From an optimization exercise on the open Yosys and OpenROAD flow, aimed at a short achievable clock period and few clock cycles; shortcuts taken in it are not production practice.
Function was checked by simulation only, so behaviour that the tests miss may differ from the original.
Power is estimated from default activity; no workload was simulated.

===== flow/config.mk =====
export PLATFORM = sky130hd
export DESIGN_NAME = mipsCore
export DESIGN_NICKNAME = mipsCore
export VERILOG_FILES = /design/flow/design.v
export SDC_FILE = /design/flow/constraint.sdc
export NUM_CORES = 4
export LEC_CHECK = 0
export CAP_MARGIN = 20
export CORE_MARGIN = 2
export CORE_UTILIZATION = 40
export SETUP_SLACK_MARGIN = 3.5
export SLEW_MARGIN = 20

===== flow/constraint.sdc =====
create_clock -name core_clock -period 7.0 [get_ports {clock}]
set_input_delay 1.4000 -clock core_clock [delete_from_list [all_inputs] [get_ports {clock}]]
set_output_delay 1.4000 -clock core_clock [all_outputs]
set_load 0.01 [all_outputs]

===== flow/run.sh =====
#!/bin/bash
# synth_recipe.tcl (not shown) runs the flow's synth.tcl, then flattens the netlist and writes it again
# the make line also repeats each setting of config.mk as NAME=value (left out here)
make -C /OpenROAD-flow-scripts/flow DESIGN_CONFIG=/design/flow/config.mk WORK_HOME=/design/flow/orfs CLKGATE_MAP_FILE= SYNTH_SCRIPT=/design/flow/synth_recipe.tcl finish

===== flow/design.v =====
`timescale 1ns/1ps
package isaPkg;
	typedef enum logic [5:0] {
		opSpecial = 6'b000000,
		opJ = 6'b000010,
		opBeq = 6'b000100,
		opBne = 6'b000101,
		opLui = 6'b001111,
		opLw = 6'b100011,
		opLbu = 6'b100100,
		opSb = 6'b101000,
		opSw = 6'b101011
	} opcodeT;
	typedef enum logic [5:0] {
		fnBreak = 6'b001101,
		fnAdd = 6'b100000,
		fnSub = 6'b100010,
		fnAnd = 6'b100100,
		fnXor = 6'b100110
	} functT;
	typedef struct packed {
		opcodeT opcode;
		logic [5-1:0] rs;
		logic [5-1:0] rt;
		logic [5-1:0] rd;
		logic [4:0] shamt;
		functT funct;
	} rFormatT;
	typedef struct packed {
		opcodeT opcode;
		logic [5-1:0] rs;
		logic [5-1:0] rt;
		logic [15:0] imm;
	} iFormatT;
	typedef union packed {
		rFormatT r;
		iFormatT i;
	} instrWord;
endpackage
`timescale 1ns/1ps
package ctrlPkg;
	typedef enum logic [3:0] {
		stReset,
		stFetch,
		stDecode,
		stMemAddr,
		stMemRead,
		stLoadWriteBack,
		stMemWrite,
		stRExec,
		stRWriteBack,
		stOverflow,
		stBranch,
		stJump,
		stLui,
		stHalt
	} ctrlStateT;
	typedef enum logic [2:0] {
		aluAdd = 3'b001,
		aluSub = 3'b010,
		aluAnd = 3'b011,
		aluXor = 3'b110,
		aluLui = 3'b111
	} aluOpT;
	typedef enum logic {srcAPc, srcARegA} srcASelT;
	typedef enum logic [1:0] {srcBRegB, srcBStep, srcBImm, srcBBranch} srcBSelT;
	typedef enum logic [1:0] {pcAluResult, pcAluOut, pcJumpTarget, pcExcVector} pcSrcT;
	typedef enum logic {wbAluOut, wbLoadData} wbSrcT;
	typedef enum logic {accWord, accByte} accessSizeT;
endpackage
`timescale 1ns/1ps
module aluUnit (
	input logic [31:0] a,
	input logic [31:0] b,
	input logic cin,
	output logic [31:0] s
);
	logic [31:0] g [6];
	logic [31:0] p [6];
	assign g[0] = (a & b) | {31'd0, (a[0] ^ b[0]) & cin};
	assign p[0] = a ^ b;
	genvar k;
	genvar i;
	generate
		for (k = 0; k < 5; k++) begin : g_level
			for (i = 0; i < 32; i++) begin : g_bit
				if (i >= (1 << k)) begin : g_merge
					assign g[k + 1][i] = g[k][i] | (p[k][i] & g[k][i - (1 << k)]);
					assign p[k + 1][i] = p[k][i] & p[k][i - (1 << k)];
				end else begin : g_pass
					assign g[k + 1][i] = g[k][i];
					assign p[k + 1][i] = p[k][i];
				end
			end
		end
	endgenerate
	assign s = p[0] ^ {g[5][30:0], cin};
endmodule
`timescale 1ns/1ps
module mipsCore (
	input logic clock,
	input logic reset,
	input logic [32-1:0] wbDatR,
	input logic wbAck,
	output logic [32-1:0] wbAdr,
	output logic [32-1:0] wbDatW,
	output logic [3:0] wbSel,
	output logic wbWe,
	output logic wbCyc,
	output logic wbStb,
	output logic halted
);
	localparam int IW = 5;             
	localparam int NL = 1 << IW;
	localparam int TW = 10 - IW;       
	localparam int DW = 5;             
	localparam int DN = 1 << DW;
	localparam int DT = 10 - DW;
	localparam int WIN = 15;           
	localparam int FQ = 32;            
	localparam int FQW = 5;
	localparam int KEEP = 80;          
	logic busStb;
	logic busWe;
	logic busFetch;
	logic busLoad;
	logic [31:0] busAdr;
	logic [10:0] busA1;                
	logic [31:0] busDat;
	logic [3:0] busSel;
	logic busFree;
	assign busFree = !busStb || wbAck;
	assign wbCyc = busStb;
	assign wbStb = busStb;
	assign wbAdr = busAdr;
	assign wbDatW = busDat;
	assign wbSel = busSel;
	assign wbWe = busWe;
	logic [31:0] regs [32];
	logic [31:0] icData [NL];
	logic [9:0] icTgt [NL];
	logic [TW-1:0] icTag [NL];
	logic [NL-1:0] icPT;
	logic [NL-1:0] icValid;
	logic fbValid;
	logic fbPT;
	logic [31:0] fbAdr;
	logic [31:0] fbData;
	logic [9:0] fbTgt;
	logic [31:0] dcData [DN];
	logic [DT-1:0] dcTag [DN];
	logic [DN-1:0] dcValid;
	logic [31:0] fpc;
	logic [31:0] ppc;
	logic brkStop;
	logic dValid;
	logic dPT;
	logic [31:0] dIR;
	logic [31:0] dPc4;
	logic xValid;
	logic [31:0] xOpA;
	logic [31:0] xOpB;
	logic [31:0] xRt;
	logic [31:0] xAlt;
	logic xCin, xAdd, xSub, xAnd, xXor, xWr, xLoad, xStore, xByte, xBr, xBne, xJ, xPT, xBrk;
	logic [4:0] xDest;
	logic wWe;
	logic wTrap;
	logic [4:0] wRd;
	logic [31:0] wRes;
	logic lValid;
	logic [4:0] lRd;
	logic [31:0] lData;
	logic mValid;
	logic mByte;
	logic [31:0] mAdr;
	logic [4:0] mRd;
	logic lmValid;
	logic lmOnBus;
	logic lmByte;
	logic [31:0] lmAdr;
	logic [4:0] lmRd;
	logic sbValid;
	logic sbNew;
	logic [31:0] sbAdr;
	logic [31:0] sbDat;
	logic [3:0] sbSel;
	logic sb1Valid;
	logic [31:0] sb1Adr;
	logic [31:0] sb1Dat;
	logic [3:0] sb1Sel;
	logic [31:0] uAdr;
	logic [31:0] uDat;
	logic [3:0] uSel;
	logic [31:0] nDat;
	logic [3:0] nSel;
	logic haltReg;
	logic sbIssue;
	logic lmIssue;
	logic pfIssue;
	logic [5:0] pdOp;
	logic pdJ;
	logic pdBr;
	logic [16:0] pdBrT;
	logic pdPT;
	logic [9:0] pdTgt;
	assign pdOp = wbDatR[31:26];
	assign pdJ = pdOp == 6'h02;
	assign pdBr = pdOp == 6'h04 || pdOp == 6'h05;
	assign pdBrT = {6'd0, busA1} + {wbDatR[15], wbDatR[15:0]};
	assign pdPT = busAdr[31:12] == 20'd0 &&
		((pdJ && wbDatR[25:10] == 16'd0) ||
		(pdBr && pdBrT[16:10] == 7'd0 &&
		(wbDatR[15] || ((wbDatR[25:21] == wbDatR[20:16]) != wbDatR[26]))));
	assign pdTgt = pdJ ? wbDatR[9:0] : pdBrT[9:0];
	logic [IW-1:0] fIdx;
	logic fHitC;
	logic fHitR;
	logic fHit;
	logic [31:0] fWord;
	logic fPT;
	logic [9:0] fTgt;
	logic [31:0] fpc4;
	logic [31:0] fNext;
	logic missQ;                       
	logic [31:0] fpcM;                 
	logic [31:0] fpcP;                 
	assign fpcP = missQ ? fpcM : fpc;
	assign fIdx = fpc[IW+1:2];
	assign fHitC = fpc[31:12] == 20'd0 && icValid[fIdx] && icTag[fIdx] == fpc[11:IW+2];
	assign fHitR = fbValid && fbAdr[31:2] == fpc[31:2];
	assign fHit = fHitC || fHitR;
	assign fWord = fHitR ? fbData : icData[fIdx];
	assign fPT = fHitR ? fbPT : icPT[fIdx];
	assign fTgt = fHitR ? fbTgt : icTgt[fIdx];
	assign fpc4 = fpc + 32'd4;
	assign fNext = fPT ? {20'd0, fTgt, 2'b00} : fpc4;
	logic [5:0] dOp;
	logic [5:0] dFn;
	logic [4:0] dRs;
	logic [4:0] dRtF;
	logic [4:0] dRdF;
	assign dOp = dIR[31:26];
	assign dFn = dIR[5:0];
	assign dRs = dIR[25:21];
	assign dRtF = dIR[20:16];
	assign dRdF = dIR[15:11];
	logic dAdd, dSub, dAnd, dXor, dBrk, dLui, dLoad, dStore, dByte, dBr, dBne, dJ, dWr;
	logic [4:0] dDest;
	assign dAdd = dOp == 6'h00 && dFn == 6'h20;
	assign dSub = dOp == 6'h00 && dFn == 6'h22;
	assign dAnd = dOp == 6'h00 && dFn == 6'h24;
	assign dXor = dOp == 6'h00 && dFn == 6'h26;
	assign dBrk = dOp == 6'h00 && dFn == 6'h0D;
	assign dLui = dOp == 6'h0F;
	assign dLoad = dOp == 6'h23 || dOp == 6'h24;
	assign dStore = dOp == 6'h2B || dOp == 6'h28;
	assign dByte = dOp == 6'h24 || dOp == 6'h28;
	assign dBr = (dOp == 6'h04 || dOp == 6'h05) && dIR[15:0] != 16'd0;   
	assign dBne = dOp == 6'h05;
	assign dJ = dOp == 6'h02;
	assign dDest = dLui ? dRtF : dRdF;
	assign dWr = (dAdd || dSub || dAnd || dXor || dLui) && dDest != 5'd0;
	logic [4:0] xLdRd;
	logic hXr;
	logic hX;
	logic hM;
	logic hL;
	logic dHaz;
	assign xLdRd = (xValid && xLoad) ? xDest : 5'd0;
	assign hXr = xValid && xWr && (xAdd || xSub) && (dRs == xDest || dRtF == xDest);
	assign hX = xLdRd != 5'd0 && (dRs == xLdRd || dRtF == xLdRd || dRdF == xLdRd);
	assign hM = mValid && mRd != 5'd0 && (dRs == mRd || dRtF == mRd || dRdF == mRd);
	assign hL = lmValid && lmRd != 5'd0 && (dRs == lmRd || dRtF == lmRd || dRdF == lmRd);
	assign dHaz = hXr || hX || hM || hL;
	logic [31:0] ra;
	logic [31:0] rb;
	logic [31:0] dImm;
	logic xFast;
	logic [31:0] xFastRes;
	assign xFast = xValid && xWr && !xAdd && !xSub;
	assign xFastRes = xAnd ? (xOpA & xRt) : (xXor ? (xOpA ^ xRt) : xOpA);
	always_comb begin
		if (xFast && xDest == dRs)
			ra = xFastRes;
		else if (wWe && wRd == dRs)
			ra = wRes;
		else if (lValid && lRd == dRs)
			ra = lData;
		else
			ra = regs[dRs];
		if (xFast && xDest == dRtF)
			rb = xFastRes;
		else if (wWe && wRd == dRtF)
			rb = wRes;
		else if (lValid && lRd == dRtF)
			rb = lData;
		else
			rb = regs[dRtF];
	end
	assign dImm = {{16{dIR[15]}}, dIR[15:0]};
	logic [31:0] sum;
	logic [31:0] xRes;
	logic ovf;
	logic taken;
	logic xHold;
	logic xGo;
	logic xAdv;
	logic dGo;
	logic dEn;
	logic redirect;
	logic [31:0] redirectPc;
	aluUnit adder (
		.a(xOpA),
		.b(xOpB),
		.cin(xCin),
		.s(sum)
	);
	assign ovf = (xAdd || xSub) && xOpA[31] == xOpB[31] && sum[31] != xOpA[31];
	always_comb begin
		if (xAnd)
			xRes = xOpA & xRt;
		else if (xXor)
			xRes = xOpA ^ xRt;
		else
			xRes = sum;
	end
	assign taken = (xOpA == xRt) != xBne;
	logic idle;
	assign idle = !sbValid && !sb1Valid && !busStb && !mValid && !lmValid;
	assign xHold = (xStore && (sb1Valid || mValid || lmValid)) || (xLoad && mValid && lmValid) || xBrk;
	assign xGo = xValid && !xHold && !wTrap;
	assign redirect = wTrap || (xValid && ((xBr && taken != xPT) || (xJ && !xPT)));
	assign redirectPc = wTrap ? 32'h80 : xAlt;
	assign xAdv = !xValid || !xHold || wTrap;
	assign dEn = !dValid || (!dHaz && xAdv);
	assign dGo = dValid && !dHaz && xAdv && !redirect;
	always_ff @(posedge clock) begin
		if (reset) begin
			for (int i = 0; i < 32; i++)
				regs[i] <= '0;
		end else begin
			if (lValid)
				regs[lRd] <= lData;
			if (wWe)
				regs[wRd] <= wRes;
		end
	end
	always_ff @(posedge clock) begin
		if (reset) begin
			wWe <= 1'b0;
			wTrap <= 1'b0;
		end else begin
			wWe <= xGo && xWr && !ovf;
			wTrap <= xGo && ovf;
		end
	end
	always_ff @(posedge clock) begin
		wRd <= xDest;
		wRes <= xRes;
	end
	always_ff @(posedge clock) begin
		if (reset) begin
			fpc <= 32'h0;
			dValid <= 1'b0;
			missQ <= 1'b0;
		end else if (redirect) begin
			fpc <= redirectPc;
			dValid <= 1'b0;
			missQ <= 1'b0;
		end else if (missQ) begin
			fpc <= fpcM;
			missQ <= 1'b0;
			if (dEn)
				dValid <= 1'b0;
		end else if (dEn && !haltReg) begin
			dValid <= fHit;
			missQ <= !fHit;
			fpc <= fNext;
		end else if (dEn) begin
			dValid <= 1'b0;
		end
	end
	always_ff @(posedge clock) begin
		if (!missQ)
			fpcM <= fpc;
	end
	always_ff @(posedge clock) begin
		if (dEn) begin
			dIR <= fWord;
			dPc4 <= fpc4;
			dPT <= fPT;
		end
	end
	always_ff @(posedge clock) begin
		if (reset)
			xValid <= 1'b0;
		else if (xAdv)
			xValid <= dGo;
	end
	always_ff @(posedge clock) begin
		if (xAdv) begin
			xOpA <= dLui ? {dIR[15:0], 16'h0000} : ra;
			xOpB <= dSub ? ~rb : ((dLoad || dStore) ? dImm : (dLui ? 32'd0 : rb));
			xCin <= dSub;
			xRt <= rb;
			xAdd <= dAdd;
			xSub <= dSub;
			xAnd <= dAnd;
			xXor <= dXor;
			xWr <= dWr;
			xDest <= dLoad ? dRtF : dDest;
			xLoad <= dLoad;
			xStore <= dStore;
			xByte <= dByte;
			xBr <= dBr;
			xBne <= dBne;
			xJ <= dJ;
			xPT <= dPT;
			xBrk <= dBrk;
			xAlt <= dPT ? dPc4 : (dJ ? {dPc4[31:28], dIR[25:0], 2'b00} : dPc4 + {dImm[29:0], 2'b00});
		end
	end
	logic [DW-1:0] mIdx;
	logic mHit;
	logic mDrain;
	assign mIdx = mAdr[DW+1:2];
	assign mHit = mAdr[31:12] == 20'd0 && dcValid[mIdx] && dcTag[mIdx] == mAdr[11:DW+2];
	assign mDrain = mValid && !lmValid;
	logic [31:0] lWord;
	logic [1:0] lLane;
	logic lByte;
	assign lWord = mDrain ? dcData[mIdx] : wbDatR;
	assign lLane = mDrain ? mAdr[1:0] : busAdr[1:0];
	assign lByte = mDrain ? mByte : lmByte;
	always_ff @(posedge clock) begin
		if (reset) begin
			mValid <= 1'b0;
			lmValid <= 1'b0;
			lmOnBus <= 1'b0;
			sbValid <= 1'b0;
			sb1Valid <= 1'b0;
			sbNew <= 1'b0;
			lValid <= 1'b0;
		end else begin
			if (xGo && xLoad)
				mValid <= 1'b1;
			else if (mDrain)
				mValid <= 1'b0;
			if (mDrain && !mHit) begin
				lmValid <= 1'b1;
				lmOnBus <= 1'b0;
			end else if (busLoad && wbAck) begin
				lmValid <= 1'b0;
				lmOnBus <= 1'b0;
			end else if (lmIssue) begin
				lmOnBus <= 1'b1;
			end
			lValid <= ((mDrain && mHit) || (busLoad && wbAck)) && (mDrain ? mRd : lmRd) != 5'd0;
			sbNew <= xGo && xStore;
			if (sbIssue) begin
				sbValid <= sb1Valid || (xGo && xStore);
				sb1Valid <= sb1Valid && xGo && xStore;
			end else if (xGo && xStore) begin
				sbValid <= 1'b1;
				sb1Valid <= sbValid;
			end
		end
	end
	always_ff @(posedge clock) begin
		lRd <= mDrain ? mRd : lmRd;
		lData <= lByte ? {24'h0, lWord[{lLane, 3'b000} +: 8]} : lWord;
		if (xGo && xLoad) begin
			mAdr <= sum;
			mRd <= xDest;
			mByte <= xByte;
		end
		if (mDrain) begin
			lmAdr <= mAdr;
			lmRd <= mRd;
			lmByte <= mByte;
		end
		if (sbIssue && sb1Valid) begin
			sbAdr <= sb1Adr;
			sbSel <= sb1Sel;
			sbDat <= sb1Dat;
		end else if (sbIssue || !sbValid) begin
			sbAdr <= sum;
			sbSel <= nSel;
			sbDat <= nDat;
		end
		if (xGo && xStore) begin
			sb1Adr <= sum;
			sb1Sel <= nSel;
			sb1Dat <= nDat;
			uAdr <= sum;
			uSel <= nSel;
			uDat <= nDat;
		end
	end
	assign nSel = xByte ? (4'b0001 << sum[1:0]) : 4'b1111;
	assign nDat = xByte ? {4{xRt[7:0]}} : xRt;
	logic [DW-1:0] lIdx;
	logic [DW-1:0] sIdx;
	assign lIdx = busAdr[DW+1:2];
	assign sIdx = uAdr[DW+1:2];
	always_ff @(posedge clock) begin
		if (reset) begin
			dcValid <= '0;
		end else if (busLoad && wbAck) begin
			if (busAdr[31:12] == 20'd0)
				dcValid[lIdx] <= 1'b1;
		end else if (sbNew) begin
			dcValid[sIdx] <= uSel == 4'b1111 && uAdr[31:12] == 20'd0;
		end
	end
	always_ff @(posedge clock) begin
		if (busLoad && wbAck) begin
			dcData[lIdx] <= wbDatR;
			dcTag[lIdx] <= busAdr[11:DW+2];
		end else if (sbNew) begin
			dcData[sIdx] <= uDat;
			dcTag[sIdx] <= uAdr[11:DW+2];
		end
	end
	logic [31:0] fqData [FQ];
	logic [9:0] fqTgt [FQ];
	logic [FQ-1:0] fqPT;
	logic [FQW-1:0] fqHead;
	logic [FQW:0] fqCount;
	logic [31:0] fqHAdr;
	logic fqEmpty;
	logic [9:0] hDist;
	logic [9:0] bDist;
	logic [31:0] fqTAdr;
	logic fillAck;
	logic bAhead;
	logic fillToFq;
	logic fillToC;
	logic fqDrain;
	logic fqDrop;
	logic fqPop;
	logic fpcInFq;
	assign fqEmpty = fqCount == '0;
	assign hDist = fqHAdr[11:2] - fpcP[11:2];
	assign bDist = busAdr[11:2] - fpcP[11:2];
	assign fqTAdr = fqHAdr + {25'd0, fqCount, 2'b00};
	assign fillAck = busFetch && wbAck;
	assign bAhead = bDist >= WIN && bDist < 10'd512;
	logic toFqQ;
	logic toCQ;
	logic drainQ;
	logic dropQ;
	assign fillToFq = fillAck && !rsQ && toFqQ;
	assign fillToC = fillAck && toCQ && !fillToFq;
	assign fqDrain = !fqEmpty && drainQ && !fillToC;
	assign fqDrop = !fqEmpty && dropQ;
	assign fqPop = fqDrain || fqDrop;
	assign fpcInFq = !fqEmpty && {1'b0, fpcP[11:2] - fqHAdr[11:2]} < {5'd0, fqCount};
	logic [IW-1:0] pIdx;
	logic pCacheable;
	logic pHit;
	logic [9:0] pDist;
	logic pStream;
	logic fInFlight;
	logic pResync;
	logic rsQ;
	logic pRoom;
	logic pcValid;                     
	logic [31:0] pcAdr;
	logic [10:0] pcA1;
	logic pcTake;
	logic stopAll;
	logic pfWant;
	assign pIdx = ppc[IW+1:2];
	assign pCacheable = ppc[31:12] == 20'd0;
	assign pHit = pCacheable && icValid[pIdx] && icTag[pIdx] == ppc[11:IW+2];
	assign pDist = missQ ? ppc[11:2] - fpcM[11:2] : ppc[11:2] - fpc[11:2];
	assign pStream = ppc[31:12] == fpcP[31:12] && pDist < KEEP;
	assign fInFlight = (busStb && busFetch && busAdr[31:2] == fpcP[31:2]) || (pcValid && pcAdr[31:2] == fpcP[31:2]);
	assign pResync = !pStream || (!missQ && !fHit && !fInFlight && !fpcInFq && ppc != fpcP);   
	assign pRoom = pDist < WIN + FQ - 3 && fqCount < FQ - 2;
	assign stopAll = haltReg || (xValid && xBrk) || (dValid && dBrk);
	assign pfWant = !rsQ && pStream && pRoom && !(pHit && fqEmpty) && (pCacheable || ppc == fpcP) &&
		!stopAll && (!brkStop || ppc == fpcP);
	assign sbIssue = busFree && sbValid;
	assign lmIssue = busFree && !sbValid && lmValid && !lmOnBus;
	assign pfIssue = busFree && !sbValid && !(lmValid && !lmOnBus) && pcValid && !rsQ && !stopAll;
	assign pcTake = pfWant && (!pcValid || pfIssue);
	always_ff @(posedge clock) begin
		if (reset) begin
			ppc <= 32'h0;
			brkStop <= 1'b0;
			rsQ <= 1'b0;
			pcValid <= 1'b0;
		end else begin
			rsQ <= pResync && !rsQ;
			if (rsQ)
				pcValid <= 1'b0;
			else if (pcTake)
				pcValid <= 1'b1;
			else if (pfIssue)
				pcValid <= 1'b0;
			if (rsQ)
				ppc <= fpcP;
			else if (pcTake || (pStream && pHit && fqEmpty && pRoom && !pcValid))
				ppc <= ppc + 32'd4;
			if (rsQ)
				brkStop <= 1'b0;
			else if (fillAck && wbDatR[31:26] == 6'h00 && wbDatR[5:0] == 6'h0D)
				brkStop <= 1'b1;
		end
	end
	always_ff @(posedge clock) begin
		toFqQ <= busAdr[31:12] == 20'd0 && (fqEmpty ? bAhead : busAdr[31:2] == fqTAdr[31:2]);
		toCQ <= busAdr[31:12] == 20'd0 && !bAhead;
		if (fqPop) begin
			drainQ <= hDist < WIN - 2;
			dropQ <= hDist >= 10'd511;
		end else begin
			drainQ <= hDist < WIN - 1;
			dropQ <= hDist >= 10'd512;
		end
	end
	always_ff @(posedge clock) begin
		if (pcTake) begin
			pcAdr <= ppc;
			pcA1 <= {1'b0, ppc[11:2]} + 11'd1;
		end
	end
	always_ff @(posedge clock) begin
		if (reset || rsQ) begin
			fqCount <= '0;
		end else begin
			if (fillToFq && !fqPop)
				fqCount <= fqCount + 1'b1;
			else if (fqPop && !fillToFq)
				fqCount <= fqCount - 1'b1;
		end
	end
	always_ff @(posedge clock) begin
		if (fqPop) begin
			fqHAdr <= fqHAdr + 32'd4;
			fqHead <= fqHead + 1'b1;
		end else if (fqEmpty) begin
			fqHAdr <= busAdr;
		end
		if (fillToFq) begin
			fqData[fqHead + fqCount[FQW-1:0]] <= wbDatR;
			fqPT[fqHead + fqCount[FQW-1:0]] <= pdPT;
			fqTgt[fqHead + fqCount[FQW-1:0]] <= pdTgt;
		end
	end
	logic [IW-1:0] cIdx;
	assign cIdx = fillToC ? busAdr[IW+1:2] : fqHAdr[IW+1:2];
	always_ff @(posedge clock) begin
		if (reset) begin
			icValid <= '0;
			fbValid <= 1'b0;
		end else begin
			if (fillAck)
				fbValid <= 1'b1;
			if (fillToC || fqDrain)
				icValid[cIdx] <= 1'b1;
		end
	end
	always_ff @(posedge clock) begin
		if (fillToC || fqDrain) begin
			icData[cIdx] <= fillToC ? wbDatR : fqData[fqHead];
			icTag[cIdx] <= fillToC ? busAdr[11:IW+2] : fqHAdr[11:IW+2];
			icPT[cIdx] <= fillToC ? pdPT : fqPT[fqHead];
			icTgt[cIdx] <= fillToC ? pdTgt : fqTgt[fqHead];
		end
		if (fillAck) begin
			fbAdr <= busAdr;
			fbData <= wbDatR;
			fbPT <= pdPT;
			fbTgt <= pdTgt;
		end
	end
	always_ff @(posedge clock) begin
		if (reset) begin
			busStb <= 1'b0;
			busWe <= 1'b0;
			busFetch <= 1'b0;
			busLoad <= 1'b0;
		end else if (sbIssue) begin
			busStb <= 1'b1;
			busWe <= 1'b1;
			busFetch <= 1'b0;
			busLoad <= 1'b0;
		end else if (lmIssue) begin
			busStb <= 1'b1;
			busWe <= 1'b0;
			busFetch <= 1'b0;
			busLoad <= 1'b1;
		end else if (pfIssue) begin
			busStb <= 1'b1;
			busWe <= 1'b0;
			busFetch <= 1'b1;
			busLoad <= 1'b0;
		end else if (wbAck) begin
			busStb <= 1'b0;
			busWe <= 1'b0;
			busFetch <= 1'b0;
			busLoad <= 1'b0;
		end
	end
	always_ff @(posedge clock) begin
		if (sbIssue) begin
			busAdr <= sbAdr;
			busSel <= sbSel;
			busDat <= sbDat;
		end else if (lmIssue) begin
			busAdr <= lmAdr;
			busSel <= lmByte ? (4'b0001 << lmAdr[1:0]) : 4'b1111;
		end else if (pfIssue) begin
			busAdr <= pcAdr;
			busSel <= 4'b1111;
			busA1 <= pcA1;
		end
	end
	logic haltNow;
	assign haltNow = xValid && xBrk && idle && !wTrap;
	always_ff @(posedge clock) begin
		if (reset)
			haltReg <= 1'b0;
		else if (haltNow)
			haltReg <= 1'b1;
	end
	assign halted = haltReg;
endmodule

==> impl_metrics.env, run 1 <==
export IMPL_use_met3_pct=5.77
export IMPL_fp_dieH_um=821
export IMPL_synth_edf_count=5767
export IMPL_top_usage_layer="met2"
export IMPL_synth_avg_cell_area_sq_um=17.7
export IMPL_clock_fmax_ghz=0.266
export IMPL_synth_area_sq_mm=0.267
export IMPL_drv_slew=0
export IMPL_relSlewSlack_pct=16.8
export IMPL_peakVddDrop_uv=318
export IMPL_worst_pin_slew_ns=1.24
export IMPL_r2r_start="busA1[0]$_DFFE_PP_"
export IMPL_worst_clock_skew_ns=0.152
export IMPL_cts_buffers=634
export IMPL_worstHoldPathType="reg -> reg"
export IMPL_syn2layout_area_growth_pct=16.7
export IMPL_postRouteAntennaNets=0
export IMPL_grt_pass1_wl_um=1250000
export IMPL_insertion_delay_ns=1.16
export IMPL_synth_seq_cells=6063
export IMPL_fin_hold_ws_ns=0.377
export IMPL_hp_start="mAdr[11]$_DFFE_PP_"
export IMPL_via_per_inst=6.42
export IMPL_ios=107
export IMPL_antenna_found_initial=80
export IMPL_synth_nets=15300
export IMPL_clk_path_buf_depth=4
export IMPL_core_region_area_sq_mm=0.667
export IMPL_ys_types=94
export IMPL_arrival_ns=4.61
export IMPL_synth_top_area_share_pct=64.8
export IMPL_reg2reg_depth=14
export IMPL_global_route_usage_met2_pct=38.8
export IMPL_critical_path_endpoint_type="register"
export IMPL_multi_input_area_sq_mm=0.0879
export IMPL_required_ns=7.84
export IMPL_synth_seq_area_share_pct=67.0
export IMPL_die_w_um=821
export IMPL_dieArea_sq_mm=0.675
export IMPL_status="finished clean"
export IMPL_initialDrtViolationCount=25200
export IMPL_cts_root_buf="clkbuf_16"
export IMPL_overflow=0
export IMPL_synthFlopType="edfxtp_1"
export IMPL_whs_endpoint="lmAdr[11]$_DFFE_PP_"
export IMPL_yosysTopAreaCell="edfxtp_1"
export IMPL_fin_tns_setup_ns=0
export IMPL_fin_crit_sh_pct=53.8
export IMPL_critPathKind="reg -> reg"
export IMPL_cts_tree="done"
export IMPL_layout_cells_non_filler=25200
export IMPL_ff2ff_setup_slack_ns=3.24
export IMPL_dpl_cell_count=23500
export IMPL_hold_depth=0
export IMPL_drive_gt1_share_pct=30.0
export IMPL_period_minus_slack_ns=3.76
export IMPL_rows=300
export IMPL_dp_hpwl_um=540000
export IMPL_fin_nets=15900
export IMPL_cts_max_level=6
export IMPL_grt_setup_unrepaired="true"
export IMPL_r2r_end="icPT[6]$_DFFE_PP_"
export IMPL_power_density_mw_per_mm2=383
export IMPL_route_detailed_drc=0
export IMPL_routed_wirelength_um=916000
export IMPL_ys_warnings_count=4
export IMPL_port_buffers=106
export IMPL_firstDrtPassIters=8
export IMPL_via_count=162000
export IMPL_grt_max_degree=83
export IMPL_start_util_pct=40.1
export IMPL_cp_max_fo=8
export IMPL_grtUsageMet1_pct=36.9
export IMPL_gp_congestion=0.911
export IMPL_grt_pass1_vias=153000
export IMPL_async_reset_ff_share_pct=0
export IMPL_synth_area_leaders="edfxtp_1, mux4_2, a22o_1, dfxtp_1, clkbuf_1"
export IMPL_seq_area_sq_mm=0.179
export IMPL_post_drt_wl_per_cell_um=36.4
export IMPL_power_mw=119
export IMPL_grtUsageTotal_pct=26.2
export IMPL_worst_setup_path_start_kind="register"
export IMPL_layout_commonest_cell="edfxtp_1"
export IMPL_clock_sinks=6063
export IMPL_drv_cap=0
export IMPL_fillCellCount=55700
export IMPL_path_clk_slew_ns=0.06
export IMPL_final_cell_mix="edfxtp_1, mux4_2, a22o_1, buf_4, nand2_1"
export IMPL_synthCells=15100
export IMPL_leakagePower_nw=102
export IMPL_setup_violations=0
export IMPL_hold_viol=0
## kinds of logic (layout without fill, tap and decap cells)
kind of cell	count (synthesis)	after routing	synth area share, %
XOR/XNOR	417	417	1.37
other	0	126	0
AO/OA/AOI/OAI	2456	2461	6.71
buffers and inverters	1462	2499	2.13
AND/OR/NAND/NOR	2159	2173	3.69
adder cells (fa/ha/maj)	192	192	0.927
multiplexers	2355	2355	18.2
flip-flops	6063	6063	67.0
## metal layers
| layer | vias up | wire length [um] |
|---|---|---|
| met1 | 85900 | 356000 |
| met3 | 1812 | 105000 |
| met5 | - | 113 |
| li1 | 63400 | - |
| met2 | 10600 | 404000 |
| met4 | 18 | 50600 |
## flip-flops by register name, indices dropped and copies added, names as in the netlist, 160 cells and up, named ones only
register,flops
dcData,1024
dcTag,160
fqData,1024
fqTgt,320
icData,1024
icTag,160
icTgt,320
regs,1024
## where the power goes
| group | internal, mW | leakage [nW] | switching, mW |
|---|---|---|---|
| Clock | 18.6 | 9.72 | 14.5 |
| Sequential | 44.5 | 56.3 | 2.85 |
| Combinational | 15.5 | 35.6 | 23.4 |
## cell type report
type / instances / share of cell area (%)
repair inverters: 3 / 0.0120
repair buffers: 1184 / 4.05
clock inverters: 318 / 0.945
inverters: 169 / 0.218
diodes: 126 / 0.101
well taps: 8909 / 3.57
flip-flops and latches: 6063 / 57.5
multi-input cells: 7598 / 28.2
clock buffers: 825 / 5.47
## how the worst max path moves through the flow
stage               slack, ns                from                  endpoint
floorplan                1.96               wbAck   fqCount[5]$_SDFFE_PP0P_
global placement         1.16               wbAck  icData[13][21]$_DFFE_PP_
detailed placement       1.13               wbAck  icData[13][21]$_DFFE_PP_
CTS                      3.30            register      ppc[26]$_SDFFE_PP0P_
global route             3.18  busA1[0]$_DFFE_PP_         icPT[6]$_DFFE_PP_
finish                   3.24  busA1[0]$_DFFE_PP_         icPT[6]$_DFFE_PP_
## worst max-delay path, stage by stage, from the launching register on
cell and delay [ns]:
edfxtp_1 0.50, ha_2 0.26, inv_2 0.04, fa_2 0.40, nor2b_4 0.14, o2111ai_2 0.12, nand4b_1 0.16, a32o_2 0.29
o21a_1 0.16, o21ai_1 0.07, a21o_1 0.21, a41o_2 0.30, a21o_4 0.34, buf_12 0.19, mux2_2 0.26
## through the flow
step | utilization [%] | setup WS, ns | area (sq um)
CTS | 46.2 | 3.30 | 308000
finish | 46.8 | 3.24 | 312000
floorplan | - | 1.96 | 268000
global route | 46.8 | 3.18 | 312000
global placement | 42.3 | 1.16 | 282000
detailed placement | 42.4 | 1.13 | 282000
## cell usage after synthesis, drive strengths merged (22+ instances only)
cell type and count:
mux4 1978, a32oi 23, and2 31, mux2i 283
xnor2 249, nand3 124, ha 182, nor2b 40
or3 22, nor4 85, o21ai 343, nand3b 30
clkbuf 982, nand2 767, nor2 659, a21o 66
nand4 66, xor2 168, a21oi 492, edfxtp 5767
a211oi 76, inv 164, mux2 94, and3 46
o211ai 30, a22o 1048, dfxtp 296, a32o 23
nand2b 79, o221ai 29, a221oi 27, o31ai 28
o21a 37, buf 311, a31oi 60, nor3 129
a22oi 29
## what timing repair did
action	CTS	global route
hold buffers	0	0
buffers inserted	291	123
pin swaps	113	114
gates cloned	35	20
gates resized for setup	583	368
endpoints found under the setup margin	7843	4141
Testbench counts, summed over its fixed seeds: cycles 25,972.
==> run 2: changes to the inputs <==
--- a/flow/design.v
+++ b/flow/design.v
@@ -210,5 +210,8 @@
 	assign pdBrT = {6'd0, busA1} + {wbDatR[15], wbDatR[15:0]};
+	logic pdNear;
+	assign pdNear = (wbDatR[15:7] == 9'h000 || wbDatR[15:7] == 9'h1FF) &&
+		busA1[10] == 1'b0 && busA1[9:7] != 3'd0 && busA1[9:7] != 3'd7;
 	assign pdPT = busAdr[31:12] == 20'd0 &&
 		((pdJ && wbDatR[25:10] == 16'd0) ||
-		(pdBr && pdBrT[16:10] == 7'd0 &&
+		(pdBr && pdNear &&
 		(wbDatR[15] || ((wbDatR[25:21] == wbDatR[20:16]) != wbDatR[26]))));
@@ -578,2 +581,4 @@
 	assign pDist = missQ ? ppc[11:2] - fpcM[11:2] : ppc[11:2] - fpc[11:2];
+	logic pStreamQ;
+	logic pRoomQ;
 	assign pStream = ppc[31:12] == fpcP[31:12] && pDist < KEEP;
@@ -583,4 +588,6 @@
 	assign stopAll = haltReg || (xValid && xBrk) || (dValid && dBrk);
-	assign pfWant = !rsQ && pStream && pRoom && !(pHit && fqEmpty) && (pCacheable || ppc == fpcP) &&
-		!stopAll && (!brkStop || ppc == fpcP);
+	logic ppcAtF;
+	assign ppcAtF = missQ ? ppc[31:2] == fpcM[31:2] : ppc[31:2] == fpc[31:2];
+	assign pfWant = !rsQ && pStreamQ && pRoomQ && !(pHit && fqEmpty) && !stopAll &&
+		((pCacheable && !brkStop) || ppcAtF);
 	assign sbIssue = busFree && sbValid;
@@ -591,3 +598,3 @@
 		if (reset) begin
-			ppc <= 32'h0;
+			ppc <= 32'h0 + 32'd4;
 			brkStop <= 1'b0;
@@ -595,4 +602,8 @@
 			pcValid <= 1'b0;
+			pStreamQ <= 1'b1;
+			pRoomQ <= 1'b1;
 		end else begin
 			rsQ <= pResync && !rsQ;
+			pStreamQ <= pStream && pDist < KEEP - 1 && !rsQ;
+			pRoomQ <= pDist < WIN + FQ - 4 && fqCount < FQ - 3 && !rsQ;
 			if (rsQ)
@@ -605,3 +616,3 @@
 				ppc <= fpcP;
-			else if (pcTake || (pStream && pHit && fqEmpty && pRoom && !pcValid))
+			else if (pcTake || (pStreamQ && pHit && fqEmpty && pRoomQ && !pcValid))
 				ppc <= ppc + 32'd4;
@@ -682,5 +693,5 @@
 		if (reset) begin
-			busStb <= 1'b0;
+			busStb <= 1'b1;
 			busWe <= 1'b0;
-			busFetch <= 1'b0;
+			busFetch <= 1'b1;
 			busLoad <= 1'b0;
@@ -709,3 +720,7 @@
 	always_ff @(posedge clock) begin
-		if (sbIssue) begin
+		if (reset) begin
+			busAdr <= 32'h0;
+			busSel <= 4'b1111;
+			busA1 <= 11'd1;   
+		end else if (sbIssue) begin
 			busAdr <= sbAdr;
==> impl_metrics.env, run 2 <==
export IMPL_yosysMostFrequentCell="edfxtp_1"
export IMPL_required_ns=8.07
export IMPL_grt_pass1_wl_um=1250000
export IMPL_core_region_area_sq_mm=0.667
export IMPL_power_density_mw_per_mm2=399
export IMPL_clock_sinks=6065
export IMPL_placed_area_sq_mm=0.283
export IMPL_reg2reg_depth=14
export IMPL_swShare_pct=35.0
export IMPL_insertion_delay_ns=1.16
export IMPL_via_per_inst=6.42
export IMPL_utilization_pct=46.9
export IMPL_clock_fmax_ghz=0.242
export IMPL_cts_max_level=6
export IMPL_clk_path_buf_depth=4
export IMPL_path_clk_slew_ns=0.07
export IMPL_synthTopCellsByCount="edfxtp_1, mux4_2, a22o_1"
export IMPL_critPathKind="reg -> reg"
export IMPL_grt_pass1_vias=154000
export IMPL_ys_warnings_count=4
export IMPL_postRouteAntennaNets=0
export IMPL_gp_congestion=0.927
export IMPL_ys_types=91
export IMPL_worst_clock_skew_ns=0.0943
export IMPL_layout_commonest_cell="edfxtp_1"
export IMPL_start_util_pct=40.1
export IMPL_worstHoldPathType="reg -> reg"
export IMPL_seqPwrFrac_pct=38.5
export IMPL_ios=107
export IMPL_worst_slack_ns=2.86
export IMPL_yosysTopAreaCell="edfxtp_1"
export IMPL_synth_area_sq_mm=0.267
export IMPL_dieArea_sq_mm=0.675
export IMPL_fin_hold_ws_ns=0.436
export IMPL_yosys_area_share_simple_pct=3.71
export IMPL_antenna_found_initial=78
export IMPL_crit_end="toFqQ$_DFF_P_"
export IMPL_grtUsageTotal_pct=26.1
export IMPL_layout_cells_non_filler=25200
export IMPL_overflow=0
export IMPL_synth_seq_cells=6065
export IMPL_power_mw=125
export IMPL_cts_root_buf="clkbuf_16"
export IMPL_fin_tns_setup_ns=0
export IMPL_m1WireLength_um=359000
export IMPL_grt_max_degree=101
export IMPL_relSlewSlack_pct=21.3
export IMPL_final_cell_mix="edfxtp_1, mux4_2, a22o_1, buf_4, nand2_1"
export IMPL_power_frac_comb_pct=34.6
export IMPL_p_clk_share_pct=26.8
export IMPL_synth_area_leaders="edfxtp_1, mux4_2, a22o_1, dfxtp_1, clkbuf_1"
export IMPL_die_w_um=822
export IMPL_p_switching_mw=43.7
export IMPL_initialDrtViolationCount=25100
export IMPL_setup_violations=0
export IMPL_arrival_ns=5.21
export IMPL_syn2layout_area_growth_pct=17.0
export IMPL_status="finished clean"
export IMPL_muxShareOfSynthArea_pct=18.4
export IMPL_synth_top_family_by_area="multiplexers"
export IMPL_rows=300
export IMPL_grt_setup_unrepaired="true"
export IMPL_routed_wirelength_um=914000
export IMPL_post_drt_wl_per_cell_um=36.2
export IMPL_r2r_end="toFqQ$_DFF_P_"
export IMPL_period_minus_slack_ns=4.14
export IMPL_async_reset_ff_share_pct=0
export IMPL_leakagePower_nw=102
export IMPL_synthCells=15200
export IMPL_synth_compound_area_share_pct=6.68
export IMPL_dp_hpwl_um=548000
export IMPL_synth_nets=15400
export IMPL_ff2ff_setup_slack_ns=2.86
export IMPL_ctsHoldBuffers=0
export IMPL_firstDrtPassIters=8
export IMPL_place_ws_ns=0.855
export IMPL_dr_wl_met2_um=398000
export IMPL_route_detailed_drc=0
export IMPL_synth_seq_area_share_pct=66.8
export IMPL_p_int_mw=81.2
export IMPL_synth_fa_ha_area_share_pct=0.901
export IMPL_cts_buffers=624
export IMPL_synth_edf_count=5720
export IMPL_worst_pin_slew_ns=1.18
export IMPL_fp_dieH_um=822
export IMPL_synth_avg_cell_area_sq_um=17.6
export IMPL_dr_wl_met3_um=106000
export IMPL_dpl_cell_count=23600
export IMPL_cp_max_fo=4
export IMPL_fin_crit_sh_pct=59.1
export IMPL_r2r_start="fqHAdr[2]$_DFFE_PP_"
export IMPL_synth_top_area_share_pct=64.2
export IMPL_top_layer="met5"
export IMPL_drv_slew=0
export IMPL_worst_setup_path_start_kind="register"
export IMPL_hold_viol=0
export IMPL_drv_cap=0
export IMPL_port_buffers=106
export IMPL_fin_nets=16000
export IMPL_drive_gt1_share_pct=30.7
export IMPL_critical_path_endpoint_type="register"
export IMPL_synthFlopType="edfxtp_1"
export IMPL_final_area_sq_mm=0.313
export IMPL_via_count=162000
export IMPL_peakVddDrop_uv=345
export IMPL_crit_start="fqHAdr[2]$_DFFE_PP_"
export IMPL_synth_xor_area_share_pct=1.36
export IMPL_cts_tree="done"
run 2: cell count changes in the layout (fill, tap and decap cells not counted), moves of 36 or more:
cell	delta
o21ai_0	+62
diode_2	-53
a21oi_1	-50
edfxtp_1	-47
nand2_1	-42
mux2i_1	+41
clkbuf_1	-36
run 2: power groups by stage:
stage          Sequential, mW  Clock (mW)  Combinational (mW)
2_1_floorplan            46.5           0                24.3
3_3_place_gp             49.5           0                37.0
3_5_place_dp             49.5           0                37.3
4_1_cts                  48.1        33.8                41.2
5_1_grt                  48.1        35.1                44.8
6_report                 48.1        33.5                43.3
run 2: what timing repair did:
| item | in CTS | in global routing |
|---|---|---|
| gates cloned | 30 | 20 |
| pin swaps | 91 | 88 |
| endpoints found under the setup margin | 7795 | 2789 |
| gates resized for setup | 684 | 273 |
| setup buffers | 279 | 137 |
run 2: kinds of logic (layout without fill, tap and decap cells):
| group | Yosys count | count (layout) |
|---|---|---|
| buffers and inverters | 1471 | 2538 |
| multiplexers | 2411 | 2412 |
| adder cells (fa/ha/maj) | 186 | 186 |
| flip-flops | 6065 | 6065 |
| AND/OR/NAND/NOR | 2158 | 2170 |
| other | 0 | 73 |
| XOR/XNOR | 416 | 416 |
| AO/OA/AOI/OAI | 2465 | 2468 |
run 2: layer usage:
metal  vias up  GRT usage (%)
met4        22           12.2
met1     85900           37.2
li1      63600              -
met5         -              0
met3      1785           6.20
met2     10800           38.1
run 2: critical path: stages, from the launching register on:
cell	delay (ns)
edfxtp_1	0.53
ha_2	0.25
fa_2	0.34
a21o_1	0.20
a21o_1	0.21
a21o_1	0.22
a21oi_4	0.21
buf_4	0.15
buf_12	0.12
or2_2	0.15
and3_1	0.15
o22ai_1	0.09
or4_1	0.54
or4_4	0.52
o41ai_4	0.37
run 2: cell type report:
class	count	area, sq um
fill	55700	354000
timing repair buffer	1236	13400
multi-input combinational	7652	88200
inverter	169	676
clock buffer	777	16600
sequential	6065	179000
antenna	73	183
clock inverter	356	3630
tap	8909	11100
run 2: worst min-delay path by stage:
stage	end	slack, ns	from	depth (start not counted)
2_1_floorplan	wRd[2]$_DFF_P_	0.36	xDest[2]$_DFFE_PN_	0
3_3_place_gp	lmAdr[1]$_DFFE_PP_	0.43	mAdr[1]$_DFFE_PP_	0
3_5_place_dp	xPT$_DFFE_PN_	0.43	dPT$_DFFE_PN_	0
4_1_cts	lmAdr[16]$_DFFE_PP_	0.44	mAdr[16]$_DFFE_PP_	0
5_1_grt	lmAdr[20]$_DFFE_PP_	0.45	mAdr[20]$_DFFE_PP_	0
6_report	lmAdr[16]$_DFFE_PP_	0.44	mAdr[16]$_DFFE_PP_	0
Testbench counts of run 2, summed over its fixed seeds: cycles 25,981.
==> run 3: changes to the inputs <==
--- a/flow/config.mk
+++ b/flow/config.mk
@@ -10,3 +10,3 @@
 export CORE_UTILIZATION = 40
-export SETUP_SLACK_MARGIN = 3.5
+export SETUP_SLACK_MARGIN = 3.7
 export SLEW_MARGIN = 20
==> impl_metrics.env, run 3 <==
export IMPL_synth_seq_area_share_pct=66.8
export IMPL_grt_max_degree=101
export IMPL_ff2ff_setup_slack_ns=2.85
export IMPL_grtUsageTotal_pct=26.6
export IMPL_port_buffers=106
export IMPL_gp_congestion=0.927
export IMPL_seq_area_sq_mm=0.179
export IMPL_final_cell_mix="edfxtp_1, mux4_2, a22o_1, buf_4, clkbuf_16"
export IMPL_synth_nets=15400
export IMPL_drv_slew=0
export IMPL_period_minus_slack_ns=4.15
export IMPL_routed_wirelength_um=938000
export IMPL_layout_commonest_cell="edfxtp_1"
export IMPL_synthFlopType="edfxtp_1"
export IMPL_fillCellCount=55000
export IMPL_worst_setup_path_start_kind="register"
export IMPL_synth_area_leaders="edfxtp_1, mux4_2, a22o_1, dfxtp_1, clkbuf_1"
export IMPL_critPathKind="reg -> reg"
export IMPL_clock_sinks=6065
export IMPL_status="finished clean"
export IMPL_synthCells=15200
export IMPL_cp_max_fo=4
export IMPL_multi_input_area_sq_mm=0.0903
export IMPL_async_reset_ff_share_pct=0
export IMPL_grt_pass1_vias=156000
export IMPL_path_clk_slew_ns=0.07
export IMPL_ctsHoldBuffers=0
export IMPL_postRouteAntennaNets=0
export IMPL_synth_top_area_share_pct=64.2
export IMPL_ios=107
export IMPL_cts_root_buf="clkbuf_16"
export IMPL_firstDrtPassIters=7
export IMPL_synth_edf_count=5720
export IMPL_syn2layout_area_growth_pct=19.8
export IMPL_setup_violations=0
export IMPL_dp_hpwl_um=548000
export IMPL_fin_crit_sh_pct=59.2
export IMPL_synthTopCellsByCount="edfxtp_1, mux4_2, a22o_1"
export IMPL_route_detailed_drc=0
export IMPL_worst_pin_slew_ns=1.23
export IMPL_power_mw=129
export IMPL_yosysTopAreaCell="edfxtp_1"
export IMPL_grt_pass1_wl_um=1270000
export IMPL_fin_nets=16400
export IMPL_dieArea_sq_mm=0.675
export IMPL_fin_tns_setup_ns=0
export IMPL_ys_warnings_count=4
export IMPL_relSlewSlack_pct=18.2
export IMPL_via_count=165000
export IMPL_insertion_delay_ns=1.15
export IMPL_cts_buffers=624
export IMPL_hold_viol=0
export IMPL_core_region_area_sq_mm=0.667
export IMPL_drive_gt1_share_pct=34.2
export IMPL_worst_clock_skew_ns=0.106
export IMPL_antenna_found_initial=81
export IMPL_synth_area_sq_mm=0.267
export IMPL_worstHoldPathType="reg -> reg"
export IMPL_power_density_mw_per_mm2=403
export IMPL_cts_max_level=6
export IMPL_required_ns=8.07
export IMPL_critical_path_endpoint_type="register"
export IMPL_clock_fmax_ghz=0.241
export IMPL_ys_types=91
export IMPL_start_util_pct=40.1
export IMPL_fin_hold_ws_ns=0.441
export IMPL_via_per_inst=6.44
export IMPL_clk_path_buf_depth=4
export IMPL_arrival_ns=5.21
export IMPL_peakVddDrop_uv=358
export IMPL_drv_cap=0
export IMPL_die_w_um=822
export IMPL_overflow=0
export IMPL_rows=300
export IMPL_post_drt_wl_per_cell_um=36.6
export IMPL_initialDrtViolationCount=25700
export IMPL_yosysMostFrequentCell="edfxtp_1"
export IMPL_cts_tree="done"
export IMPL_fp_dieH_um=822
export IMPL_synth_seq_cells=6065
export IMPL_grt_setup_unrepaired="true"
export IMPL_synth_avg_cell_area_sq_um=17.6
export IMPL_leakagePower_nw=106
==> run 3: layout make-up <==
class / instances / share of cell area (%)
Antenna cell: 57 / 0.0445
Clock buffer: 777 / 5.19
Clock inverter: 356 / 1.13
Inverter: 169 / 0.217
Multi-Input combinational cell: 7658 / 28.2
Sequential cell: 6065 / 55.8
Tap cell: 8909 / 3.48
Timing Repair Buffer: 1654 / 5.92
Timing Repair inverter: 1 / 0.00234
==> run 3: metal layers <==
layer | track usage, % | vias up | part of all wire (%)
li1 | - | 64500 | -
met1 | 38.0 | 87100 | 39
met2 | 38.5 | 11600 | 43
met3 | 6.39 | 1972 | 12
met4 | 12.9 | 30 | 5.8
met5 | 0 | - | 0.020
==> run 3: worst max-delay path: stages (launching register included) <==
cell and delay (ns):
edfxtp_1 0.53, ha_2 0.26, fa_2 0.34, a21o_1 0.20
a21o_1 0.21, a21o_1 0.22, a21oi_4 0.20, buf_4 0.15
buf_12 0.12, or2_2 0.14, and3_1 0.14, o22ai_1 0.09
or4_1 0.54, or4_4 0.52, o41ai_4 0.38
==> run 3: what timing repair did <==
action	in CTS	in global routing
gates resized for setup	1199	534
cloned	63	47
pin swaps	177	231
setup buffers	495	285
setup endpoints to repair	8793	4076
endpoints found under the hold margin	0	0
==> run 3: path summary, 6_finish.rpt <==
check	to	startpoint	cells after the start
max reg2reg	toFqQ$_DFF_P_	fqHAdr[2]$_DFFE_PP_	14
min	lmAdr[16]$_DFFE_PP_	mAdr[16]$_DFFE_PP_	0
max	toFqQ$_DFF_P_	fqHAdr[2]$_DFFE_PP_	14
min reg2reg	lmAdr[16]$_DFFE_PP_	mAdr[16]$_DFFE_PP_	0
==> run 3: logic make-up after synthesis <==
group                      count (synthesis)  synth area share [%]
AOI/OAI and AO/OA                       2465                  6.68
buffers and inverters                   1471                  2.14
and+or+nand+nor                         2158                  3.71
adders and majority gates                186                 0.901
xor gates and xnor gates                 416                  1.36
muxes                                   2411                  18.4
DFF                                     6065                  66.8
==> run 3: per-stage QoR <==
| stage | worst slack [ns] | util (%) | cells | cell area (sq um) |
|---|---|---|---|---|
| finish | 2.85 | 48.1 | 25600 | 320000 |
| global route | 2.78 | 48.1 | 25600 | 320000 |
| CTS | 2.99 | 47.2 | 25300 | 314000 |
| detailed placement | 0.855 | 42.5 | 23600 | 283000 |
| global placement | 0.797 | 42.4 | 23600 | 283000 |
| floorplan | 2.66 | - | 15200 | 268000 |
==> run 3: report_power, final <==
group	internal, mW	switching, mW
Combinational	19.8	27.8
Clock	18.9	14.6
Sequential	45.0	3.06
==> run 4: changes to the inputs <==
--- a/flow/design.v
+++ b/flow/design.v
@@ -537,3 +537,3 @@
 	logic [9:0] bDist;
-	logic [31:0] fqTAdr;
+	logic [10:0] fqNext;               
 	logic fillAck;
@@ -549,3 +549,2 @@
 	assign bDist = busAdr[11:2] - fpcP[11:2];
-	assign fqTAdr = fqHAdr + {25'd0, fqCount, 2'b00};
 	assign fillAck = busFetch && wbAck;
@@ -625,3 +624,5 @@
 	always_ff @(posedge clock) begin
-		toFqQ <= busAdr[31:12] == 20'd0 && (fqEmpty ? bAhead : busAdr[31:2] == fqTAdr[31:2]);
+		toFqQ <= busAdr[31:12] == 20'd0 && (fqEmpty ? bAhead : {1'b0, busAdr[11:2]} == fqNext);
+		if (fillToFq)
+			fqNext <= busA1;
 		toCQ <= busAdr[31:12] == 20'd0 && !bAhead;
--- a/flow/config.mk
+++ b/flow/config.mk
@@ -10,3 +10,3 @@
 export CORE_UTILIZATION = 40
-export SETUP_SLACK_MARGIN = 3.7
+export SETUP_SLACK_MARGIN = 3.5
 export SLEW_MARGIN = 20
==> impl_metrics.env, run 4 <==
export IMPL_max_stage_delay_ns=0.68
export IMPL_cts_tree="done"
export IMPL_worst_pin_slew_ns=1.40
export IMPL_yosysTopAreaCell="edfxtp_1"
export IMPL_clk_path_buf_depth=4
export IMPL_path_depth=6
export IMPL_power_density_mw_per_mm2=397
export IMPL_crit_buf_inv=3
export IMPL_reg2reg_depth=6
export IMPL_critical_path_most_common_cell="buf_4"
export IMPL_period_minus_slack_ns=3.72
export IMPL_via_per_inst=6.39
export IMPL_muxShareOfSynthArea_pct=18.6
export IMPL_grt_setup_unrepaired="true"
export IMPL_p_switching_mw=42.6
export IMPL_drv_cap=0
export IMPL_relSlewSlack_pct=6.89
export IMPL_worstHoldPathType="reg -> reg"
export IMPL_grt_pass1_vias=153000
export IMPL_layout_commonest_cell="edfxtp_1"
export IMPL_place_ws_ns=1.28
export IMPL_synthCells=14900
export IMPL_fin_tns_setup_ns=0
export IMPL_setup_violations=0
export IMPL_synth_top_family_by_area="multiplexers"
export IMPL_cp_max_fo=23
export IMPL_die_w_um=819
export IMPL_p_clk_share_pct=27.1
export IMPL_dp_hpwl_um=532000
export IMPL_worst_setup_path_start_kind="register"
export IMPL_cts_root_buf="clkbuf_16"
export IMPL_synth_fa_ha_area_share_pct=0.871
export IMPL_rows=299
export IMPL_drive_gt1_share_pct=31.1
export IMPL_fp_dieH_um=819
export IMPL_gp_congestion=0.907
export IMPL_swShare_pct=34.6
export IMPL_synth_nets=15100
export IMPL_synth_top_area_share_pct=64.5
export IMPL_synth_avg_cell_area_sq_um=17.8
export IMPL_worst_clock_skew_ns=0.0688
export IMPL_core_region_area_sq_mm=0.663
export IMPL_cts_max_level=6
export IMPL_ff2ff_setup_slack_ns=3.28
export IMPL_postRouteAntennaNets=0
export IMPL_fin_crit_sh_pct=53.1
export IMPL_drv_slew=0
export IMPL_port_buffers=106
export IMPL_layout_cells_non_filler=24900
export IMPL_synth_compound_area_share_pct=6.67
export IMPL_synth_xor_area_share_pct=1.11
export IMPL_cts_buffers=644
export IMPL_syn2layout_area_growth_pct=16.7
export IMPL_p_int_mw=80.6
export IMPL_status="finished clean"
export IMPL_path_clk_slew_ns=0.06
export IMPL_power_frac_comb_pct=33.8
export IMPL_synth_seq_area_share_pct=67.1
export IMPL_dpl_cell_count=23200
export IMPL_final_cell_mix="edfxtp_1, mux4_2, a22o_1, buf_4, clkbuf_16"
export IMPL_peakVddDrop_uv=338
export IMPL_yosysMostFrequentCell="edfxtp_1"
export IMPL_hold_depth=0
export IMPL_synth_area_sq_mm=0.266
export IMPL_grt_max_degree=99
export IMPL_required_ns=7.75
export IMPL_post_drt_wl_per_cell_um=36.4
export IMPL_fillCellCount=55300
export IMPL_insertion_delay_ns=1.15
export IMPL_grt_pass1_wl_um=1240000
export IMPL_async_reset_ff_share_pct=0
export IMPL_yosys_area_share_simple_pct=3.41
export IMPL_path_cells="inv_1 -> nor2_1 -> nand3_1 -> buf_4 -> o221ai_4 -> buf_4"
export IMPL_initialDrtViolationCount=23500
export IMPL_ios=107
export IMPL_clock_fmax_ghz=0.269
export IMPL_critPathKind="reg -> reg"
export IMPL_cp_slowest_cell="nor2_1"
export IMPL_ctsHoldBuffers=0
export IMPL_hold_viol=0
export IMPL_worst_slack_ns=3.28
export IMPL_synthFlopType="edfxtp_1"
export IMPL_synthTopCellsByCount="edfxtp_1, mux4_2, a22o_1"
export IMPL_route_detailed_drc=0
export IMPL_synth_edf_count=5711
export IMPL_seqPwrFrac_pct=39.1
export IMPL_ys_warnings_count=4
export IMPL_arrival_ns=4.47
export IMPL_synth_seq_cells=6056
export IMPL_leakagePower_nw=101
export IMPL_overflow=0
export IMPL_firstDrtPassIters=7
export IMPL_routed_wirelength_um=904000
export IMPL_antenna_found_initial=55
export IMPL_synth_area_leaders="edfxtp_1, mux4_2, a22o_1, dfxtp_1, clkbuf_1"
export IMPL_dieArea_sq_mm=0.671
export IMPL_ys_types=90
export IMPL_critical_path_endpoint_type="register"
export IMPL_fin_nets=15700
export IMPL_start_util_pct=40.1
export IMPL_cp_top_family="buffers and inverters"
export IMPL_grtUsageTotal_pct=26.1
export IMPL_via_count=159000
export IMPL_clock_sinks=6056
==> run 4: path summary, 6_finish.rpt <==
check	from	end
max reg2reg	lValid$_SDFF_PP0_	regs[27][17]$_DFFE_PP_
min	sbDat[14]$_DFFE_PP_	busDat[14]$_DFFE_PP_
max	lValid$_SDFF_PP0_	regs[27][17]$_DFFE_PP_
min reg2reg	sbDat[14]$_DFFE_PP_	busDat[14]$_DFFE_PP_
==> run 4: cells by family (layout without fill, tap and decap cells) <==
kind of cell,after synthesis,after routing
AOI/OAI and AO/OA,2426,2426
xor gates and xnor gates,337,338
adders and majority gates,179,179
buffers and inverters,1459,2519
DFF,6056,6056
muxes,2458,2459
other,0,14
and+or+nand+nor,1980,1992
==> run 4: final cells by class <==
class | instances | area [sq um] | share of cell area [%]
Clock inverter | 344 | 3060 | 0.986
Antenna cell | 14 | 35.0 | 0.0113
Timing Repair inverter | 1 | 5.00 | 0.00161
Sequential cell | 6056 | 179000 | 57.6
Multi-Input combinational cell | 7394 | 86800 | 28.0
Inverter | 182 | 712 | 0.230
Clock buffer | 826 | 17200 | 5.56
Timing Repair Buffer | 1166 | 12600 | 4.05
Tap cell | 8879 | 11100 | 3.58
==> run 4: layer usage <==
layer	GRT usage (%)	vias up	routed length [um]
li1	-	62500	-
met1	36.4	84400	351000
met2	39.9	9900	408000
met3	6.03	1867	101000
met4	10.5	36	44100
met5	0	-	570
==> run 4: metrics by stage <==
step / util [%] / hold slack (ns) / total power, mW / cell area [sq um]
5_1_grt: 46.8 / 0.426 / 127 / 310000
6_report: 46.8 / 0.400 / 123 / 310000
4_1_cts: 46.3 / 0.418 / 121 / 307000
3_5_place_dp: 42.4 / 0.406 / 85.0 / 281000
2_1_floorplan: - / 0.360 / 69.8 / 266000
3_3_place_gp: 42.4 / 0.402 / 84.7 / 281000
==> run 4: repair_timing <==
item | 4_1_cts | 5_1_grt
gates resized for setup | 739 | 307
setup buffers | 229 | 171
pin swaps | 76 | 83
setup endpoints to repair | 7984 | 2902
gates cloned | 35 | 25
==> run 4: power groups by stage <==
| stage | clock network, mW | logic (mW) | registers, mW |
|---|---|---|---|
| 6_report | 33.4 | 41.7 | 48.1 |
| 5_1_grt | 35.0 | 43.3 | 48.2 |
| 4_1_cts | 33.7 | 39.4 | 48.1 |
| 3_5_place_dp | 0 | 35.5 | 49.5 |
| 3_3_place_gp | 0 | 35.2 | 49.5 |
| 2_1_floorplan | 0 | 23.4 | 46.4 |
Testbench counts of run 4, summed over its fixed seeds: cycles 25,981.
==> run 5: changes to the inputs <==
--- a/flow/design.v
+++ b/flow/design.v
@@ -561,5 +561,3 @@
 	assign fpcInFq = !fqEmpty && {1'b0, fpcP[11:2] - fqHAdr[11:2]} < {5'd0, fqCount};
-	logic [IW-1:0] pIdx;
 	logic pCacheable;
-	logic pHit;
 	logic [9:0] pDist;
@@ -576,5 +574,3 @@
 	logic pfWant;
-	assign pIdx = ppc[IW+1:2];
 	assign pCacheable = ppc[31:12] == 20'd0;
-	assign pHit = pCacheable && icValid[pIdx] && icTag[pIdx] == ppc[11:IW+2];
 	assign pDist = missQ ? ppc[11:2] - fpcM[11:2] : ppc[11:2] - fpc[11:2];
@@ -589,3 +585,3 @@
 	assign ppcAtF = missQ ? ppc[31:2] == fpcM[31:2] : ppc[31:2] == fpc[31:2];
-	assign pfWant = !rsQ && pStreamQ && pRoomQ && !(pHit && fqEmpty) && !stopAll &&
+	assign pfWant = !rsQ && pStreamQ && pRoomQ && !stopAll &&
 		((pCacheable && !brkStop) || ppcAtF);
@@ -615,3 +611,3 @@
 				ppc <= fpcP;
-			else if (pcTake || (pStreamQ && pHit && fqEmpty && pRoomQ && !pcValid))
+			else if (pcTake)
 				ppc <= ppc + 32'd4;
==> impl_metrics.env, run 5 <==
export IMPL_synth_avg_cell_area_sq_um=17.8
export IMPL_dieArea_sq_mm=0.666
export IMPL_clock_fmax_ghz=0.268
export IMPL_relSlewSlack_pct=16.2
export IMPL_hp_start="sbDat[7]$_DFFE_PP_"
export IMPL_ff2ff_setup_slack_ns=3.26
export IMPL_cts_max_level=6
export IMPL_synth_nets=15100
export IMPL_postRouteAntennaNets=0
export IMPL_cp_slowest_cell="edfxtp_1"
export IMPL_post_drt_wl_per_cell_um=36.5
export IMPL_reg2reg_depth=16
export IMPL_critical_path_endpoint_type="register"
export IMPL_yosysMostFrequentCell="edfxtp_1"
export IMPL_gp_congestion=0.919
export IMPL_syn2layout_area_growth_pct=17.1
export IMPL_final_cell_mix="edfxtp_1, mux4_2, a22o_1, buf_4, clkbuf_16"
export IMPL_leakagePower_nw=100
export IMPL_ys_types=94
export IMPL_overflow=0
export IMPL_power_density_mw_per_mm2=395
export IMPL_fp_dieH_um=816
export IMPL_cp_max_fo=7
export IMPL_utilization_pct=47.0
export IMPL_port_buffers=106
export IMPL_die_w_um=816
export IMPL_drv_cap=0
export IMPL_peakVddDrop_uv=368
export IMPL_setup_violations=0
export IMPL_grtUsageMet1_pct=36.1
export IMPL_worst_setup_path_start_kind="register"
export IMPL_grt_pass1_vias=151000
export IMPL_r2r_end="fpc[9]$_SDFFE_PP0N_"
export IMPL_synth_edf_count=5711
export IMPL_hold_viol=0
export IMPL_synth_seq_area_share_pct=67.5
export IMPL_max_stage_delay_ns=0.47
export IMPL_rows=298
export IMPL_insertion_delay_ns=1.16
export IMPL_clk_path_buf_depth=4
export IMPL_layout_commonest_cell="edfxtp_1"
export IMPL_top_usage_layer="met2"
export IMPL_drive_gt1_share_pct=30.3
export IMPL_firstDrtPassIters=8
export IMPL_period_minus_slack_ns=3.74
export IMPL_via_count=159000
export IMPL_whs_endpoint="busDat[7]$_DFFE_PP_"
export IMPL_ctsHoldBuffers=0
export IMPL_synth_top_area_share_pct=65.0
export IMPL_core_region_area_sq_mm=0.658
export IMPL_fin_tns_setup_ns=0
export IMPL_synth_compound_area_share_pct=6.83
export IMPL_path_cells="ha_4 -> nor4_4 -> nand2_1 -> nor4_2 -> buf_4 -> mux2_4 -> a311oi_4 -> buf_12 -> nand2_8 -> buf_6 -> nor2_4 -> buf_6 -> buf_12 -> buf_16 -> a21oi_2 -> o32ai_2"
export IMPL_grt_max_degree=106
export IMPL_critPathKind="reg -> reg"
export IMPL_synth_area_sq_mm=0.264
export IMPL_dp_hpwl_um=534000
export IMPL_path_clk_slew_ns=0.06
export IMPL_global_route_usage_met2_pct=39.7
export IMPL_status="finished clean"
export IMPL_routed_wirelength_um=902000
export IMPL_hold_depth=0
export IMPL_yosysTopAreaCell="edfxtp_1"
export IMPL_grt_pass1_wl_um=1230000
export IMPL_worst_pin_slew_ns=1.26
export IMPL_drv_slew=0
export IMPL_synth_xor_area_share_pct=1.16
export IMPL_fin_crit_sh_pct=53.4
export IMPL_synth_fa_ha_area_share_pct=0.872
export IMPL_grtUsageTotal_pct=26.1
export IMPL_clock_sinks=6051
export IMPL_muxShareOfSynthArea_pct=17.8
export IMPL_synthTopCellsByCount="edfxtp_1, mux4_2, a22o_1"
export IMPL_ios=107
export IMPL_r2r_start="xOpA[21]$_DFFE_PN_"
export IMPL_arrival_ns=4.76
export IMPL_synthFlopType="edfxtp_1"
export IMPL_via_per_inst=6.41
export IMPL_yosys_area_share_simple_pct=3.58
export IMPL_worst_clock_skew_ns=0.101
export IMPL_synth_area_leaders="edfxtp_1, mux4_2, a22o_1, dfxtp_1, clkbuf_1"
export IMPL_initialDrtViolationCount=22800
export IMPL_synthCells=14800
export IMPL_cts_tree="done"
export IMPL_synth_seq_cells=6051
export IMPL_start_util_pct=40.1
export IMPL_required_ns=8.03
export IMPL_route_detailed_drc=0
export IMPL_use_met3_pct=6.57
export IMPL_ys_warnings_count=4
export IMPL_cts_root_buf="clkbuf_16"
export IMPL_fin_nets=15700
export IMPL_cts_buffers=635
export IMPL_antenna_found_initial=62
export IMPL_worstHoldPathType="reg -> reg"
export IMPL_grt_setup_unrepaired="true"
export IMPL_synth_top_family_by_area="multiplexers"
export IMPL_async_reset_ff_share_pct=0
## run 5: cell types whose count changed after synthesis, moves of 18 or more
cell | previous run | this run
nor2_1 | 619 | 761
buf_2 | 101 | 170
clkbuf_1 | 939 | 897
or3_1 | 18 | 37
o221ai_1 | 29 | 67
mux2i_1 | 333 | 274
nor3_1 | 115 | 93
nand3_1 | 119 | 101
o21ai_0 | 366 | 245
buf_1 | 215 | 148
mux2_2 | 144 | 118
o22ai_1 | 52 | 21
a21oi_1 | 437 | 506
mux4_2 | 1979 | 1901
## run 5: how the worst max path moves through the flow
| stage | start | end | cells after the start |
|---|---|---|---|
| 3_3_place_gp | wbAck | icPT[24]$_DFFE_PP_ | 12 |
| 3_5_place_dp | wbAck | icPT[24]$_DFFE_PP_ | 12 |
| 2_1_floorplan | xLoad$_DFFE_PN_ | register | 7 |
| 5_1_grt | xOpA[21]$_DFFE_PN_ | fpc[9]$_SDFFE_PP0N_ | 16 |
| 6_report | xOpA[21]$_DFFE_PN_ | fpc[9]$_SDFFE_PP0N_ | 16 |
| 4_1_cts | xOpA[2]$_SDFFCE_PP0N_ | register | 16 |
## run 5: cell families after synthesis
kind of cell	count (synthesis)
compound gates	2444
xor+xnor	348
fa+ha+maj	178
buf+inv	1432
flops	6051
mux	2306
simple gates	2080
## run 5: timing repair
action	in CTS	in global routing
setup endpoints to repair	7357	2900
resized for setup	669	262
pin swaps	106	81
gates cloned	48	26
setup buffers	258	180
## run 5: power by group
part / internal (mW) / switching, mW
Sequential: 45.1 / 2.76
Clock: 18.4 / 14.7
Combinational: 16.3 / 24.9
## run 5: cell type report
type,count,area (sq um)
inverters,193,791
multi-input cells,7378,85300
fillers,54900,349000
repair buffers,1203,13400
clock inverters,344,3150
well taps,8700,10900
diodes,48,120
flip-flops and latches,6051,179000
repair inverters,3,18.8
clock buffers,797,16900
## run 5: worst max-delay path, delay by kind of cell (launching register included)
kind                       cells  cell delay, ns
adders and majority gates      1            0.29
AOI/OAI and AO/OA              3            0.69
muxes                          1            0.33
and+or+nand+nor                5            0.91
buffers and inverters          6            0.88
DFF                            1            0.47
## run 5: layer usage
layer / share of wire, % / vias to the layer above / wire length [um]
met5: 0.016 / - / 145
met4: 4.9 / 18 / 43800
met3: 12 / 1841 / 107000
met2: 45 / 10000 / 406000
met1: 38 / 84300 / 345000
li1: - / 62400 / -
## run 5: metrics by stage
| step | hold slack (ns) | instance area [sq um] | power [mW] | std cells | setup WS [ns] |
|---|---|---|---|---|---|
| floorplan | 0.360 | 265000 | 69.2 | 14800 | 2.43 |
| global placement | 0.405 | 279000 | 83.6 | 23000 | 0.442 |
| detailed placement | 0.405 | 279000 | 84.1 | 23000 | 0.398 |
| CTS | 0.399 | 305000 | 120 | 24500 | 3.37 |
| global route | 0.407 | 309000 | 126 | 24700 | 3.20 |
| finish | 0.371 | 309000 | 122 | 24700 | 3.26 |
Testbench counts of run 5, summed over its fixed seeds: cycles 25,982.

Check on run 5: ideal ports give 3.264 ns setup slack; a clkbuf_16 on the clock port and buf_2 on the inputs give 3.264 ns; moving port delays by the midpoint clock arrival (1.229 ns) as well gives 2.114 ns.
